Source: an optimization exercise on an open RTL-to-GDS flow (aim: a short achievable clock period and few clock cycles). Production flows keep margins and buffers that such runs may drop. RTL that was checked went through simulation tests only; none was proved equivalent to the original. Function not checked in run 2: the RTL went through the layout flow alone. Power and IR drop assume default switching activity.

[design/flow/run.sh]
#!/bin/bash
# synth_recipe.tcl (not shown) runs the flow's synth.tcl, then flattens the netlist and writes it again
# the make line also repeats each setting of config.mk as NAME=value (left out here)
make -C /OpenROAD-flow-scripts/flow DESIGN_CONFIG=/design/flow/config.mk WORK_HOME=/design/flow/orfs CLKGATE_MAP_FILE= SYNTH_SCRIPT=/design/flow/synth_recipe.tcl finish
[design/flow/config.mk]
export PLATFORM = sky130hd
export DESIGN_NAME = pcpu_top
export DESIGN_NICKNAME = pcpu_top
export VERILOG_FILES = /design/flow/design.v
export SDC_FILE = /design/flow/constraint.sdc
export NUM_CORES = 4
export LEC_CHECK = 0
export ABC_CLOCK_PERIOD_IN_PS = 1500
export CAP_MARGIN = 20
export CORE_MARGIN = 2
export CORE_UTILIZATION = 40
export SETUP_SLACK_MARGIN = 2.7
export SLEW_MARGIN = 20
[design/flow/constraint.sdc]
create_clock -name core_clock -period 4.5 [get_ports {clock}]
set_input_delay 0.9000 -clock core_clock [delete_from_list [all_inputs] [get_ports {clock}]]
set_output_delay 0.9000 -clock core_clock [all_outputs]
set_load 0.01 [all_outputs]
[design/flow/design.v]
package isa_pkg;
    localparam logic [4:0] OPC_NOP   = 5'b00000;
    localparam logic [4:0] OPC_HALT  = 5'b00001;
    localparam logic [4:0] OPC_LOAD  = 5'b00010;
    localparam logic [4:0] OPC_STORE = 5'b00011;
    localparam logic [4:0] OPC_SLL   = 5'b00100;
    localparam logic [4:0] OPC_SRL   = 5'b00101;
    localparam logic [4:0] OPC_ADD   = 5'b01000;
    localparam logic [4:0] OPC_ADDI  = 5'b01001;
    localparam logic [4:0] OPC_SUB   = 5'b01010;
    localparam logic [4:0] OPC_SUBI  = 5'b01011;
    localparam logic [4:0] OPC_CMP   = 5'b01100;
    localparam logic [4:0] OPC_AND   = 5'b01101;
    localparam logic [4:0] OPC_OR    = 5'b01110;
    localparam logic [4:0] OPC_XOR   = 5'b01111;
    localparam logic [4:0] OPC_LDIH  = 5'b10000;
    localparam logic [4:0] OPC_JUMP  = 5'b11000;
    localparam logic [4:0] OPC_BZ    = 5'b11010;
    localparam logic [4:0] OPC_BNZ   = 5'b11011;
    localparam logic [4:0] OPC_BN    = 5'b11100;
    localparam logic [4:0] OPC_BNN   = 5'b11101;
    localparam logic [15:0] NOP_WORD = 16'h0000;
endpackage
package pipe_pkg;
    localparam int DATA_W    = 16;
    localparam int REG_COUNT = 8;
    localparam int REG_IDX_W = 3;
    localparam logic [REG_IDX_W-1:0] ZERO_REG = '0;
endpackage
import isa_pkg::*;
import pipe_pkg::*;
module pcpu_top (
    input  logic              clock,
    input  logic              reset,
    input  logic              i_enable,
    input  logic              i_start,
    input  logic [pipe_pkg::DATA_W-1:0] i_i_data,
    input  logic [pipe_pkg::DATA_W-1:0] i_d_rdata,
    output logic [7:0]        o_i_addr,
    output logic [7:0]        o_d_addr,
    output logic [pipe_pkg::DATA_W-1:0] o_d_wdata,
    output logic              o_d_we,
    output logic              o_running
);
    logic       running;     
    logic       started;     
    logic       halt_seen;   
    logic       fetch;       
    logic [7:0] pc;          
    logic [7:1]  e_we;       
    logic        e_wr;       
    logic [2:0]  e_dest;
    logic        e_ld;
    logic        e_st;
    logic        e_setf;
    logic        e_add, e_sub, e_and, e_or, e_xor, e_sll, e_srl;
    logic        e_jmp, e_bz, e_bnz, e_bn, e_bnn;
    logic [15:0] e_a;
    logic [15:0] e_b;
    logic [15:0] e_s;        
    logic        zf;
    logic        nf;
    logic [15:0] regs [1:7];
    logic [15:0] alu;
    logic [15:0] e_result;
    logic        taken;
    logic [7:0]  target;
    always_comb begin
        alu = ({16{e_add}} & (e_a + e_b))
            | ({16{e_sub}} & (e_a - e_b))
            | ({16{e_and}} & (e_a & e_b))
            | ({16{e_or}}  & (e_a | e_b))
            | ({16{e_xor}} & (e_a ^ e_b))
            | ({16{e_sll}} & (e_a << e_b[3:0]))
            | ({16{e_srl}} & (e_a >> e_b[3:0]));
    end
    assign e_result = e_ld ? i_d_rdata : alu;
    assign taken  = e_jmp | (e_bz & zf) | (e_bnz & ~zf) | (e_bn & nf) | (e_bnn & ~nf);
    assign target = e_a[7:0] + e_b[7:0];   
    assign o_i_addr  = taken ? target : pc;
    assign o_d_addr  = e_a[7:0] + e_b[7:0];
    assign o_d_wdata = e_s;
    assign o_d_we    = e_st;
    assign o_running = running;
    logic [15:0] w;
    logic [4:0]  op;
    logic [2:0]  f1, f2, f3;
    logic        d_ld, d_st, d_sll, d_srl, d_add, d_addi, d_sub, d_subi, d_cmp;
    logic        d_and, d_or, d_xor, d_ldih, d_jmp, d_bz, d_bnz, d_bn, d_bnn, d_halt;
    logic        d_wr, d_setf, sel_a1, sel_a2, sel_b3;
    logic [15:0] imm_b;
    logic [15:0] ra1, ra2, ra3;
    logic        fw1, fw2, fw3;
    logic        fwd_a, fwd_b, fwd_s;
    logic [15:0] a_next, b_next, s_next;
    assign w  = i_i_data;
    assign op = w[15:11];
    assign f1 = w[10:8];
    assign f2 = w[6:4];
    assign f3 = w[2:0];
    assign d_ld   = (op == OPC_LOAD);
    assign d_st   = (op == OPC_STORE);
    assign d_sll  = (op == OPC_SLL);
    assign d_srl  = (op == OPC_SRL);
    assign d_add  = (op == OPC_ADD);
    assign d_addi = (op == OPC_ADDI);
    assign d_sub  = (op == OPC_SUB);
    assign d_subi = (op == OPC_SUBI);
    assign d_cmp  = (op == OPC_CMP);
    assign d_and  = (op == OPC_AND);
    assign d_or   = (op == OPC_OR);
    assign d_xor  = (op == OPC_XOR);
    assign d_ldih = (op == OPC_LDIH);
    assign d_jmp  = (op == OPC_JUMP);
    assign d_bz   = (op == OPC_BZ);
    assign d_bnz  = (op == OPC_BNZ);
    assign d_bn   = (op == OPC_BN);
    assign d_bnn  = (op == OPC_BNN);
    assign d_halt = (op == OPC_HALT);
    assign d_setf = d_sll | d_srl | d_add | d_addi | d_sub | d_subi | d_cmp | d_and | d_or | d_xor;
    assign d_wr   = (d_ld | d_sll | d_srl | d_add | d_addi | d_sub | d_subi | d_and | d_or |
                     d_xor | d_ldih) && (f1 != 3'd0);
    assign sel_a1 = d_addi | d_subi | d_bz | d_bnz | d_bn | d_bnn;
    assign sel_a2 = d_ld | d_st | d_sll | d_srl | d_add | d_sub | d_cmp | d_and | d_or | d_xor;
    assign sel_b3 = d_add | d_sub | d_cmp | d_and | d_or | d_xor;
    always_comb begin
        if (d_ldih)
            imm_b = {w[7:0], 8'h00};
        else if (d_ld | d_st | d_sll | d_srl)
            imm_b = {12'h000, w[3:0]};
        else
            imm_b = {8'h00, w[7:0]};
    end
    assign ra1 = (f1 == 3'd0) ? 16'h0000 : regs[f1];
    assign ra2 = (f2 == 3'd0) ? 16'h0000 : regs[f2];
    assign ra3 = (f3 == 3'd0) ? 16'h0000 : regs[f3];
    assign fw1 = e_wr && (e_dest == f1);
    assign fw2 = e_wr && (e_dest == f2);
    assign fw3 = e_wr && (e_dest == f3);
    assign fwd_a = (sel_a1 & fw1) | (sel_a2 & fw2);
    assign fwd_b = sel_b3 & fw3;
    assign fwd_s = fw1;
    always_comb begin
        if (fwd_a)
            a_next = e_result;
        else
            a_next = ({16{sel_a1}} & ra1) | ({16{sel_a2}} & ra2);
        if (fwd_b)
            b_next = e_result;
        else
            b_next = sel_b3 ? ra3 : imm_b;
        s_next = fwd_s ? e_result : ra1;
    end
    logic take_start;
    logic issue;   
    assign take_start = i_start && !started;
    assign fetch      = (running && !halt_seen) || take_start;
    assign issue      = fetch && !d_halt;
    always_ff @(posedge clock or negedge reset) begin
        if (!reset) begin
            running   <= 1'b0;
            started   <= 1'b0;
            halt_seen <= 1'b0;
            pc        <= '0;
            e_we      <= '0;
            e_wr      <= 1'b0;
            e_ld      <= 1'b0;
            e_st      <= 1'b0;
            e_setf    <= 1'b0;
            e_jmp     <= 1'b0;
            e_bz      <= 1'b0;
            e_bnz     <= 1'b0;
            e_bn      <= 1'b0;
            e_bnn     <= 1'b0;
        end else if (i_enable) begin
            if (take_start) begin
                started   <= 1'b1;
                running   <= 1'b1;
                halt_seen <= d_halt;
            end else if (running && (halt_seen || d_halt)) begin
                running <= 1'b0;
            end
            if (fetch)
                pc <= o_i_addr + 8'd1;
            for (int k = 1; k < 8; k++)
                e_we[k] <= issue && d_wr && (f1 == 3'(k));
            e_wr   <= issue && d_wr;
            e_ld   <= issue && d_ld;
            e_st   <= issue && d_st;
            e_setf <= issue && d_setf;
            e_jmp  <= issue && d_jmp;
            e_bz   <= issue && d_bz;
            e_bnz  <= issue && d_bnz;
            e_bn   <= issue && d_bn;
            e_bnn  <= issue && d_bnn;
        end
    end
    always_ff @(posedge clock) begin
        if (i_enable) begin
            e_dest <= f1;
            e_add  <= d_ld | d_st | d_add | d_addi | d_ldih | d_jmp | d_bz | d_bnz | d_bn | d_bnn;
            e_sub  <= d_sub | d_subi | d_cmp;
            e_and  <= d_and;
            e_or   <= d_or;
            e_xor  <= d_xor;
            e_sll  <= d_sll;
            e_srl  <= d_srl;
            e_a    <= a_next;
            e_b    <= b_next;
            e_s    <= s_next;
            if (e_setf) begin
                zf <= (alu == 16'h0000);
                nf <= alu[15];
            end
            for (int k = 1; k < 8; k++)
                if (e_we[k])
                    regs[k] <= e_result;
        end
    end
endmodule
==> results of run 1 <==
[cell families after synthesis]
kind of cell | synth area share
compound gates | 0.211
xor+xnor | 0.0181
fa+ha+maj | 0.0451
buf+inv | 0.0558
flops | 0.403
mux | 0.145
simple gates | 0.122
[power by group through the flow]
| stage | logic, mW | registers [mW] | clock network [mW] |
|---|---|---|---|
| global placement | 1.70 | 2.31 | 0 |
| CTS | 2.22 | 2.25 | 1.57 |
| finish | 2.42 | 2.26 | 1.54 |
| detailed placement | 1.72 | 2.31 | 0 |
| global route | 2.55 | 2.27 | 1.64 |
| floorplan | 1.18 | 2.27 | 0 |
[final cells by class]
cell class                      instances  share of cell area
Multi-Input combinational cell       1083               0.476
Sequential cell                       199               0.307
Timing Repair Buffer                  271               0.135
Tap cell                              461              0.0304
Clock buffer                           18              0.0226
Inverter                               95              0.0206
Clock inverter                         14             0.00843
[worst max path at each step]
| stage | slack, ns | start | endpoint |
|---|---|---|---|
| CTS | 0.98 | e_b[0]$_DFFE_PP_ | zf$_DFFE_PP_ |
| global route | 0.80 | e_b[0]$_DFFE_PP_ | zf$_DFFE_PP_ |
| finish | 0.88 | e_a[1]$_DFFE_PP_ | o_i_addr[7] |
| detailed placement | 0.54 | e_a[8]$_DFFE_PP_ | zf$_DFFE_PP_ |
| global placement | 0.50 | e_b[1]$_DFFE_PP_ | zf$_DFFE_PP_ |
| floorplan | 1.37 | e_a[0]$_DFFE_PP_ | zf$_DFFE_PP_ |
[registers in the layout, indices dropped and copies added (netlist names), 3 cells and up]
name and flops:
regs 112, e_a 16, e_b 16, e_s 16, pc 8, e_we 7
e_dest 3
[stage by stage]
step,power (mW),util,cells
2_1_floorplan,3.45,-,1490
3_3_place_gp,4.01,0.447,1948
3_5_place_dp,4.03,0.447,1948
4_1_cts,6.04,0.520,2119
5_1_grt,6.46,0.533,2141
6_report,6.22,0.533,2141
[worst reg2reg max path, cell delays in order (launching register included)]
cell and delay (ns):
edfxtp_1 0.44, buf_4 0.18, inv_2 0.08, ha_4 0.15, inv_2 0.04, fa_2 0.36
nor2b_4 0.16, o31ai_4 0.26, mux2i_2 0.13, a2111o_1 0.37, or3_1 0.38, or4_4 0.44
nor3_2 0.12, nand4_1 0.16, nor2_4 0.17
[Yosys cell counts, types with 5 or more instances]
cell type / count
nor2_1: 86
or4_1: 5
dfrtp_1: 27
nor4_1: 5
inv_1: 89
a311oi_1: 7
mux2_2: 34
xor2_1: 9
ha_1: 49
o22ai_1: 38
nor3_1: 24
buf_1: 16
edfxtp_1: 172
o32ai_1: 5
o21ai_0: 101
a21o_1: 11
xnor2_1: 21
a31oi_1: 14
a22oi_1: 27
nand2_1: 126
a211oi_1: 29
a21oi_1: 131
buf_2: 11
o21bai_1: 9
nand3_1: 21
nor3b_1: 5
nand4_1: 8
nor2b_1: 21
o221ai_1: 11
or3_1: 7
o31ai_1: 7
o211ai_1: 12
mux4_2: 39
a222oi_1: 6
mux2i_1: 84
and3_1: 10
a221oi_1: 15
nand3b_1: 6
and2_1: 12
nand2b_1: 24
clkbuf_1: 84
[per-layer routing]
layer,track usage,vias to the layer above,part of all wire,routed length [um]
li1,-,5982,-,-
met1,0.361,6568,0.40,21400
met2,0.470,765,0.48,25900
met3,0.0305,136,0.071,3810
met4,0.122,0,0.046,2460
met5,0,-,0,0
[repair_timing]
item | CTS | global route
pin swaps | 64 | 39
buffers inserted | 136 | 22
endpoints found under the setup margin | 339 | 221
gates resized for setup | 340 | 75
gates cloned | 3 | 0
==> flow_metrics.env, run 1 <==
export IMPL_syn_to_final_growth_pct=31.1
export IMPL_fin_skew_ns=0.0176
export IMPL_hold_path_class="flip-flop to flip-flop"
export IMPL_p_seq_frac=0.363
export IMPL_synth_area_leaders="edfxtp_1 (36%), mux4_2 (6.1%), mux2i_1 (5.8%)"
export IMPL_vias_per_cell=6.28
export IMPL_hold_depth=2
export IMPL_num_vias=13500
export IMPL_cts_root_buf="clkbuf_16"
export IMPL_fp_dieH_um=194
export IMPL_portBuffers=69
export IMPL_postSynth_asyncResetShare=0.136
export IMPL_yosys_area_top_type="edfxtp_1"
export IMPL_post_drt_wl_per_cell_um=25.0
export IMPL_drive_gt1_frac=0.324
export IMPL_whs_ns=0.489
export IMPL_place_congestion=0.995
export IMPL_cts_buffers=17
export IMPL_critPathLaunchType="flip-flop"
export IMPL_yosysWarnings=18
export IMPL_grt_max_degree=50
export IMPL_synth_flop_cell="edfxtp_1"
export IMPL_p_comb_frac=0.389
export IMPL_die_x_um=194
export IMPL_synth_top_area_frac=0.356
export IMPL_r2r_cells=14
export IMPL_critPathCaptureType="output port"
export IMPL_power_frac_clock=0.248
export IMPL_cts_sinks=199
export IMPL_start_util=0.407
export IMPL_n_antenna_cell=0
export IMPL_fmax_mhz=276
export IMPL_p_per_area_nw_per_um2=327
export IMPL_synth_cells=1490
export IMPL_dp_hpwl_mm=36.2
export IMPL_yosysSeqAreaShare=0.403
export IMPL_syn_num_nets=1577
export IMPL_p_int_mw=4.07
export IMPL_slew_viol_final=0
export IMPL_ant_nets=0
export IMPL_clkTransAtPathRegs_ns=0.08
export IMPL_hp_start="pc[0]$_DFFE_PN0P_"
export IMPL_grt_pass1_vias=12700
export IMPL_multi_input_area_um2=9040
export IMPL_postLayoutCellArea_um2=19000
export IMPL_clock_latency_ns=0.45
export IMPL_period_share=0.804
export IMPL_num_rows=69
export IMPL_globalRouteOverflowTotal=0
export IMPL_drt_total_wl_mm=53.6
export IMPL_critPathTopFamily="flip-flops"
export IMPL_status="timing/DRC/antenna clean"
export IMPL_crit_chain="buf_4, inv_2, ha_4, a211oi_4, buf_4, o211ai_1, nand2_2, xnor2_4, mux2_4, buf_6"
export IMPL_clock_path_buffers=2
export IMPL_path_max_fanout=4
export IMPL_drc=0
export IMPL_coreArea_um2=35700
export IMPL_place_area_um2=15900
export IMPL_fin_crit_ns=3.62
export IMPL_setup_viol=0
export IMPL_nets=1754
export IMPL_drv_cap=0
export IMPL_drt_initial_drc_count=1489
export IMPL_syn_area_per_cell_um2=9.73
export IMPL_p_sw_mw=2.15
export IMPL_power_share_switching=0.346
export IMPL_regArea_um2=5840
export IMPL_synth_seq_cells=199
export IMPL_synthesis_area_um2=14500
export IMPL_r2r_start="e_a[0]$_DFFE_PP_"
export IMPL_tightest_slew_ns=0.789
export IMPL_grt_setup_unrepaired="true"
export IMPL_whs_endpoint="pc[0]$_DFFE_PN0P_"
export IMPL_fillCellCount=3028
export IMPL_cpMostUsedCell="buf_4"
export IMPL_cp_depth=10
export IMPL_crit_path_top_delay_cell="edfxtp_1"
export IMPL_antenna_found_initial=0
export IMPL_place_ws_ns=0.541
export IMPL_critPathBufInv=4
export IMPL_max_slew_margin=0.473
export IMPL_die_area_um2=37800
export IMPL_grt_pass1_wl_mm=79.8
export IMPL_final_cell_mix="edfxtp_1 (172), buf_4 (137), nand2_1 (120)"
export IMPL_cts_tree="built"
export IMPL_setup_tns_final_ns=0
export IMPL_required_ns=3.60
export IMPL_ios=70
export IMPL_setup_ws_ns=0.880
export IMPL_final_hold_violation_count=0
export IMPL_r2r_slack_ns=0.92
export IMPL_final_common_cell="edfxtp_1"
export IMPL_synth_edf_count=172
export IMPL_ctsHoldBuffers=0
export IMPL_gr_usage_all_layers=0.278
export IMPL_vdd_drop_max_uv=248
export IMPL_rr_endpoint="zf$_DFFE_PP_"
export IMPL_cp_data_arrival_time_ns=2.72
export IMPL_first_pass_iters=21
export IMPL_cp_slowest_stage_delay_ns=0.50
export IMPL_cts_max_level=4
export IMPL_p_leak_nw=7.28
export IMPL_worstSetupPathType="flip-flop to output port"
export IMPL_post_synth_num_cell_types=75
Testbench counts, summed over its fixed seeds: cycles 13,799.
==> run 2: changes to the inputs <==
--- a/design/flow/design.v
+++ b/design/flow/design.v
@@ -47,4 +47,3 @@
     logic       halt_seen;   
-    logic       fetch;       
-    logic [7:0] pc;          
+    logic [7:0] fa;          
     logic [7:1]  e_we;       
@@ -52,9 +51,11 @@
     logic [2:0]  e_dest;
-    logic        e_ld;
     logic        e_st;
     logic        e_setf;
-    logic        e_add, e_sub, e_and, e_or, e_xor, e_sll, e_srl;
-    logic        e_jmp, e_bz, e_bnz, e_bn, e_bnn;
+    logic        e_bz, e_bnz, e_bn, e_bnn;   
+    logic        e_take;
+    logic [7:0]  e_target;
+    logic        e_ld, e_add, e_sub, e_and, e_or, e_xor, e_sll, e_srl;   
     logic [15:0] e_a;
     logic [15:0] e_b;
+    logic [3:0]  e_off;      
     logic [15:0] e_s;        
@@ -63,20 +64,34 @@
     logic [15:0] regs [1:7];
-    logic [15:0] alu;
+    logic [15:0] sum, dif, r_and, r_or, r_xor, r_sll, r_srl;
     logic [15:0] e_result;
-    logic        taken;
-    logic [7:0]  target;
-    always_comb begin
-        alu = ({16{e_add}} & (e_a + e_b))
-            | ({16{e_sub}} & (e_a - e_b))
-            | ({16{e_and}} & (e_a & e_b))
-            | ({16{e_or}}  & (e_a | e_b))
-            | ({16{e_xor}} & (e_a ^ e_b))
-            | ({16{e_sll}} & (e_a << e_b[3:0]))
-            | ({16{e_srl}} & (e_a >> e_b[3:0]));
-    end
-    assign e_result = e_ld ? i_d_rdata : alu;
-    assign taken  = e_jmp | (e_bz & zf) | (e_bnz & ~zf) | (e_bn & nf) | (e_bnn & ~nf);
-    assign target = e_a[7:0] + e_b[7:0];   
-    assign o_i_addr  = taken ? target : pc;
-    assign o_d_addr  = e_a[7:0] + e_b[7:0];
+    logic        z_add, z_sub, z_and, z_or, z_xor, z_sll, z_srl;
+    logic        zc, nc, zn, nn;
+    assign sum   = e_a + e_b;
+    assign dif   = e_a - e_b;
+    assign r_and = e_a & e_b;
+    assign r_or  = e_a | e_b;
+    assign r_xor = e_a ^ e_b;
+    assign r_sll = e_a << e_off;
+    assign r_srl = e_a >> e_off;
+    assign e_result = ({16{e_add}} & sum) | ({16{e_sub}} & dif) | ({16{e_and}} & r_and)
+                    | ({16{e_or}} & r_or) | ({16{e_xor}} & r_xor) | ({16{e_sll}} & r_sll)
+                    | ({16{e_srl}} & r_srl) | ({16{e_ld}} & i_d_rdata);
+    assign z_add = ((e_a[0] ^ e_b[0]) == 1'b0) &&
+                   ((e_a[15:1] ^ e_b[15:1]) == (e_a[14:0] | e_b[14:0]));
+    assign z_sub = (e_a == e_b);
+    assign z_and = (r_and == 16'h0000);
+    assign z_or  = (r_or == 16'h0000);
+    assign z_xor = z_sub;
+    assign z_sll = (r_sll == 16'h0000);
+    assign z_srl = (r_srl == 16'h0000);
+    assign zc = (e_add & z_add) | (e_sub & z_sub) | (e_and & z_and) | (e_or & z_or)
+              | (e_xor & z_xor) | (e_sll & z_sll) | (e_srl & z_srl);
+    assign nc = (e_add & sum[15]) | (e_sub & dif[15]) | (e_and & r_and[15]) | (e_or & r_or[15])
+              | (e_xor & r_xor[15]) | (e_sll & r_sll[15]) | (e_srl & r_srl[15]);
+    assign e_take   = (e_bz & zf) | (e_bnz & ~zf) | (e_bn & nf) | (e_bnn & ~nf);
+    assign e_target = e_a[7:0] + e_b[7:0];
+    assign zn = e_setf ? zc : zf;
+    assign nn = e_setf ? nc : nf;
+    assign o_i_addr  = fa;
+    assign o_d_addr  = e_a[7:0] + {4'h0, e_off};
     assign o_d_wdata = e_s;
@@ -89,3 +104,3 @@
     logic        d_and, d_or, d_xor, d_ldih, d_jmp, d_bz, d_bnz, d_bn, d_bnn, d_halt;
-    logic        d_wr, d_setf, sel_a1, sel_a2, sel_b3;
+    logic        d_wr, d_setf, d_cond, sel_a1, sel_a2, sel_b3;
     logic [15:0] imm_b;
@@ -95,2 +110,3 @@
     logic [15:0] a_next, b_next, s_next;
+    logic        d_bb, take;
     assign w  = i_i_data;
@@ -122,3 +138,3 @@
                      d_xor | d_ldih) && (f1 != 3'd0);
-    assign sel_a1 = d_addi | d_subi | d_bz | d_bnz | d_bn | d_bnn;
+    assign sel_a1 = d_addi | d_subi | d_bb;
     assign sel_a2 = d_ld | d_st | d_sll | d_srl | d_add | d_sub | d_cmp | d_and | d_or | d_xor;
@@ -153,3 +169,8 @@
     end
+    assign d_cond = d_bz | d_bnz | d_bn | d_bnn;
+    assign d_bb   = d_cond && (f1 != 3'd0);
+    assign take   = d_jmp | ((f1 == 3'd0) & ((d_bz & zn) | (d_bnz & ~zn) | (d_bn & nn) | (d_bnn & ~nn)));
     logic take_start;
+    logic fetch;   
+    logic issue_ok;
     logic issue;   
@@ -157,3 +178,4 @@
     assign fetch      = (running && !halt_seen) || take_start;
-    assign issue      = fetch && !d_halt;
+    assign issue_ok   = fetch && !e_take;   
+    assign issue      = issue_ok && !d_halt;
     always_ff @(posedge clock or negedge reset) begin
@@ -163,9 +185,7 @@
             halt_seen <= 1'b0;
-            pc        <= '0;
+            fa        <= '0;
             e_we      <= '0;
             e_wr      <= 1'b0;
-            e_ld      <= 1'b0;
             e_st      <= 1'b0;
             e_setf    <= 1'b0;
-            e_jmp     <= 1'b0;
             e_bz      <= 1'b0;
@@ -179,7 +199,9 @@
                 halt_seen <= d_halt;
-            end else if (running && (halt_seen || d_halt)) begin
+            end else if (running && (halt_seen || (d_halt && issue_ok))) begin
                 running <= 1'b0;
             end
-            if (fetch)
-                pc <= o_i_addr + 8'd1;
+            if (e_take)
+                fa <= e_target;
+            else if (fetch)
+                fa <= take ? w[7:0] : fa + 8'd1;
             for (int k = 1; k < 8; k++)
@@ -187,10 +209,8 @@
             e_wr   <= issue && d_wr;
-            e_ld   <= issue && d_ld;
             e_st   <= issue && d_st;
             e_setf <= issue && d_setf;
-            e_jmp  <= issue && d_jmp;
-            e_bz   <= issue && d_bz;
-            e_bnz  <= issue && d_bnz;
-            e_bn   <= issue && d_bn;
-            e_bnn  <= issue && d_bnn;
+            e_bz   <= issue && d_bb && d_bz;
+            e_bnz  <= issue && d_bb && d_bnz;
+            e_bn   <= issue && d_bb && d_bn;
+            e_bnn  <= issue && d_bb && d_bnn;
         end
@@ -200,3 +220,4 @@
             e_dest <= f1;
-            e_add  <= d_ld | d_st | d_add | d_addi | d_ldih | d_jmp | d_bz | d_bnz | d_bn | d_bnn;
+            e_ld   <= d_ld;
+            e_add  <= d_st | d_add | d_addi | d_ldih;
             e_sub  <= d_sub | d_subi | d_cmp;
@@ -209,6 +230,7 @@
             e_b    <= b_next;
+            e_off  <= w[3:0];
             e_s    <= s_next;
             if (e_setf) begin
-                zf <= (alu == 16'h0000);
-                nf <= alu[15];
+                zf <= zc;
+                nf <= nc;
             end
==> run 2 against run 1 <==
- still clean
- die area grew 8.5%
- non-clock buffer count grew 39
- maximum frequency grew 3.7%
- area after synthesis grew 8.7%
- setup slack gained 0.13 ns
- critical endpoint is now e_s[14]$_DFFE_PP_
- highest routed layer unchanged
==> flow_metrics.env, run 2 <==
export IMPL_synth_top_family_by_area="compound AO/OA/AOI/OAI gates"
export IMPL_cts_buffers=24
export IMPL_synthAdderAreaFrac=0.0459
export IMPL_dp_hpwl_mm=39.8
export IMPL_setup_viol=0
export IMPL_cts_sinks=202
export IMPL_path_max_fanout=4
export IMPL_yosysMostFrequentCell="edfxtp_1"
export IMPL_drt_total_wl_mm=61.1
export IMPL_slew_viol_final=0
export IMPL_globalRouteOverflowTotal=0
export IMPL_fmax_mhz=286
export IMPL_p_leak_nw=7.97
export IMPL_synth_area_leaders="edfxtp_1 (34%), mux4_2 (6.1%), mux2i_1 (4.9%)"
export IMPL_place_congestion=1.00
export IMPL_portBuffers=69
export IMPL_worstSetupPathType="flip-flop to flip-flop"
export IMPL_r2r_slack_ns=1.01
export IMPL_p_per_area_nw_per_um2=323
export IMPL_synth_simple_gate_area_frac=0.142
export IMPL_critPathCaptureType="flip-flop"
export IMPL_yosys_area_top_type="edfxtp_1"
export IMPL_required_ns=4.76
export IMPL_crit_path_top_delay_cell="a2111o_1"
export IMPL_yosysSeqAreaShare=0.377
export IMPL_power_frac_clock=0.266
export IMPL_drc=0
export IMPL_synthesis_area_um2=15800
export IMPL_final_common_cell="edfxtp_1"
export IMPL_gr_usage_all_layers=0.286
export IMPL_period_share=0.776
export IMPL_syn_area_per_cell_um2=9.53
export IMPL_ctsHoldBuffers=0
export IMPL_synth_cells=1654
export IMPL_fp_dieH_um=202
export IMPL_p_int_mw=4.47
export IMPL_coreArea_um2=38700
export IMPL_syn_num_nets=1746
export IMPL_post_drt_wl_per_cell_um=25.5
export IMPL_critPathBufInv=2
export IMPL_fin_crit_ns=3.49
export IMPL_synth_common_cells="edfxtp_1 (177), a21oi_1 (151), nor2_1 (119), clkbuf_1 (105), nand2_1 (100)"
export IMPL_start_util=0.407
export IMPL_cp_depth=13
export IMPL_clkTransAtPathRegs_ns=0.06
export IMPL_vias_per_cell=6.28
export IMPL_synth_seq_cells=202
export IMPL_die_area_um2=41000
export IMPL_postLayoutCellArea_um2=21200
export IMPL_ant_nets=0
export IMPL_r2r_cells=13
export IMPL_num_rows=72
export IMPL_vdd_drop_max_uv=231
export IMPL_largest_reg_flops=112
export IMPL_cp_slowest_stage_delay_ns=0.46
export IMPL_setup_tns_final_ns=0
export IMPL_fillCellCount=3328
export IMPL_r2r_start="e_a[0]$_DFFE_PP_"
export IMPL_p_sw_mw=2.37
export IMPL_synth_compound_area_frac=0.218
export IMPL_postSynth_asyncResetShare=0.124
export IMPL_multi_input_area_um2=10500
export IMPL_clock_latency_ns=0.54
export IMPL_status="timing/DRC/antenna clean"
export IMPL_grt_max_degree=62
export IMPL_hold_path_class="input pin to asynchronous set/reset pin"
export IMPL_num_vias=15000
export IMPL_synth_xor_area_share=0.0267
export IMPL_final_hold_violation_count=0
export IMPL_final_cell_mix="edfxtp_1 (177), buf_4 (156), a21oi_1 (126)"
export IMPL_antenna_found_initial=0
export IMPL_cts_root_buf="clkbuf_16"
export IMPL_drv_cap=0
export IMPL_muxShareOfSynthArea=0.133
export IMPL_yosysWarnings=18
export IMPL_cpMostUsedCell="a21o_1"
export IMPL_die_x_um=202
export IMPL_p_comb_frac=0.397
export IMPL_cp_data_arrival_time_ns=3.75
export IMPL_critPathTopFamily="compound AO/OA/AOI/OAI gates"
export IMPL_tightest_slew_ns=0.790
export IMPL_crit_chain="buf_6, ha_4, fa_2, a21o_1, a21o_1, a21o_1, a2111o_1, a31o_2, a21o_1, buf_6, nand3_4, a31oi_4, mux2_4"
export IMPL_synth_top_area_frac=0.337
export IMPL_syn_to_final_growth_pct=34.4
export IMPL_critPathLaunchType="flip-flop"
export IMPL_rr_endpoint="e_s[14]$_DFFE_PP_"
export IMPL_grt_pass1_wl_mm=90.4
export IMPL_fin_skew_ns=0.0251
export IMPL_max_slew_margin=0.473
export IMPL_synth_flop_cell="edfxtp_1"
export IMPL_ios=70
export IMPL_p_seq_frac=0.337
export IMPL_cts_max_level=1
export IMPL_clock_path_buffers=3
export IMPL_nets=1949
export IMPL_synth_edf_count=177
export IMPL_place_area_um2=17400
export IMPL_grt_pass1_vias=14300
export IMPL_top_register="regs"
export IMPL_regArea_um2=5950
export IMPL_post_synth_num_cell_types=80
export IMPL_power_share_switching=0.347
export IMPL_drive_gt1_frac=0.358
export IMPL_first_pass_iters=9
export IMPL_cts_tree="built"
export IMPL_grt_setup_unrepaired="true"
export IMPL_startpoint="e_a[0]$_DFFE_PP_"
export IMPL_drt_initial_drc_count=1529
## run 2: cell types whose count changed after synthesis, sizes merged, moves of 11 or more
cell / previous run / this run
a21oi: 132 / 151
clkbuf: 84 / 105
nand2: 126 / 100
nand2b: 24 / 43
nor2: 86 / 119
nor2b: 21 / 32
o21ai: 103 / 92
o22ai: 38 / 26
xnor2: 21 / 39
## run 2: timing repair
item,CTS,global route
setup buffers,134,56
resized for setup,348,131
pin swaps,68,61
cloned,8,1
setup endpoints to repair,274,219
## run 2: per-layer routing
layer  vias up  GRT usage  wire, um
met5         -          0         0
met4         0      0.120      2910
met3       173     0.0424      5390
met2       862      0.456     27900
met1      7317      0.390     24900
li1       6675          -         -
## run 2: worst reg2reg max path, delay by kind of cell, from the launching register on
kind	cells	cell delay [ns]
AO/OA/AOI/OAI	7	1.66
adder cells (fa/ha/maj)	2	0.50
buffers and inverters	2	0.28
flip-flops	1	0.40
multiplexers	1	0.32
AND/OR/NAND/NOR	1	0.07
## run 2: how the worst max path moves through the flow
stage	endpoint	slack, ns
global placement	fa[4]$_DFFE_PN0P_	0.55
CTS	fa[4]$_DFFE_PN0P_	1.05
finish	e_s[14]$_DFFE_PP_	1.01
floorplan	fa[4]$_DFFE_PN0P_	1.16
global route	e_a[12]$_DFFE_PP_	0.93
detailed placement	fa[4]$_DFFE_PN0P_	0.51
## run 2: layout make-up
cell class,count,area share
tap,518,0.0306
clock inverter,9,0.00284
sequential,202,0.281
multi-input combinational,1226,0.495
antenna,1,0.000118
timing repair buffer,310,0.139
inverter,93,0.0198
clock buffer,35,0.0313
## run 2: logic make-up (layout without fill, tap and decap cells)
| family | Yosys count | after routing |
|---|---|---|
| muxes | 151 | 151 |
| AOI/OAI and AO/OA | 520 | 522 |
| buffers and inverters | 229 | 447 |
| adders and majority gates | 56 | 56 |
| other | 0 | 1 |
| DFF | 202 | 202 |
| and+or+nand+nor | 448 | 449 |
| xor gates and xnor gates | 48 | 48 |
## run 2: power by group through the flow
stage | Combinational, mW | Sequential (mW) | Clock (mW)
final | 2.71 | 2.31 | 1.82
after global routing | 2.85 | 2.31 | 1.91
after CTS | 2.41 | 2.30 | 1.83
after detailed placement | 1.91 | 2.38 | 0
after global placement | 1.91 | 2.38 | 0
after floorplan | 1.33 | 2.34 | 0
## run 2: per-stage QoR
step	hold slack, ns	util	instances	worst slack [ns]	total power [mW]
finish	0.363	0.546	2394	1.01	6.84
global route	0.384	0.546	2393	0.925	7.08
CTS	0.488	0.519	2336	1.05	6.55
detailed placement	0.471	0.450	2150	0.513	4.29
global placement	0.468	0.450	2150	0.552	4.29
floorplan	0.450	-	1654	1.16	3.66

-- static timing again, ports no longer ideal --
The flow's constraints put no driver on any port. The routed layouts listed below were extracted and timed again, unchanged, in two steps.
Step 1, drivers: a clkbuf_16 drives clock and a buf_2 each remaining input, both assumed.
Step 2 adds t to the input delays and takes it off the output delays; t is the mean of the earliest and latest rising clock arrival at the registers after step 1. Input paths then give back, and output paths get back, about the clock's delay inside the block.
a / b / c = no drivers / after step 1 / after step 2; a / b = the first two.
run | t, ns | setup WS [ns] | hold WS [ns] | slew at the worst register clock pin (ns)
run 1 | 0.497 | 0.880 / 0.824 / 0.919 | 0.489 / 0.489 / 0.489 | 0.08 / 0.08
run 2 | 0.575 | 1.009 / 1.009 / 1.009 | 0.363 / 0.331 / 0.514 | 0.06 / 0.06
After both steps every run listed still meets setup and hold.
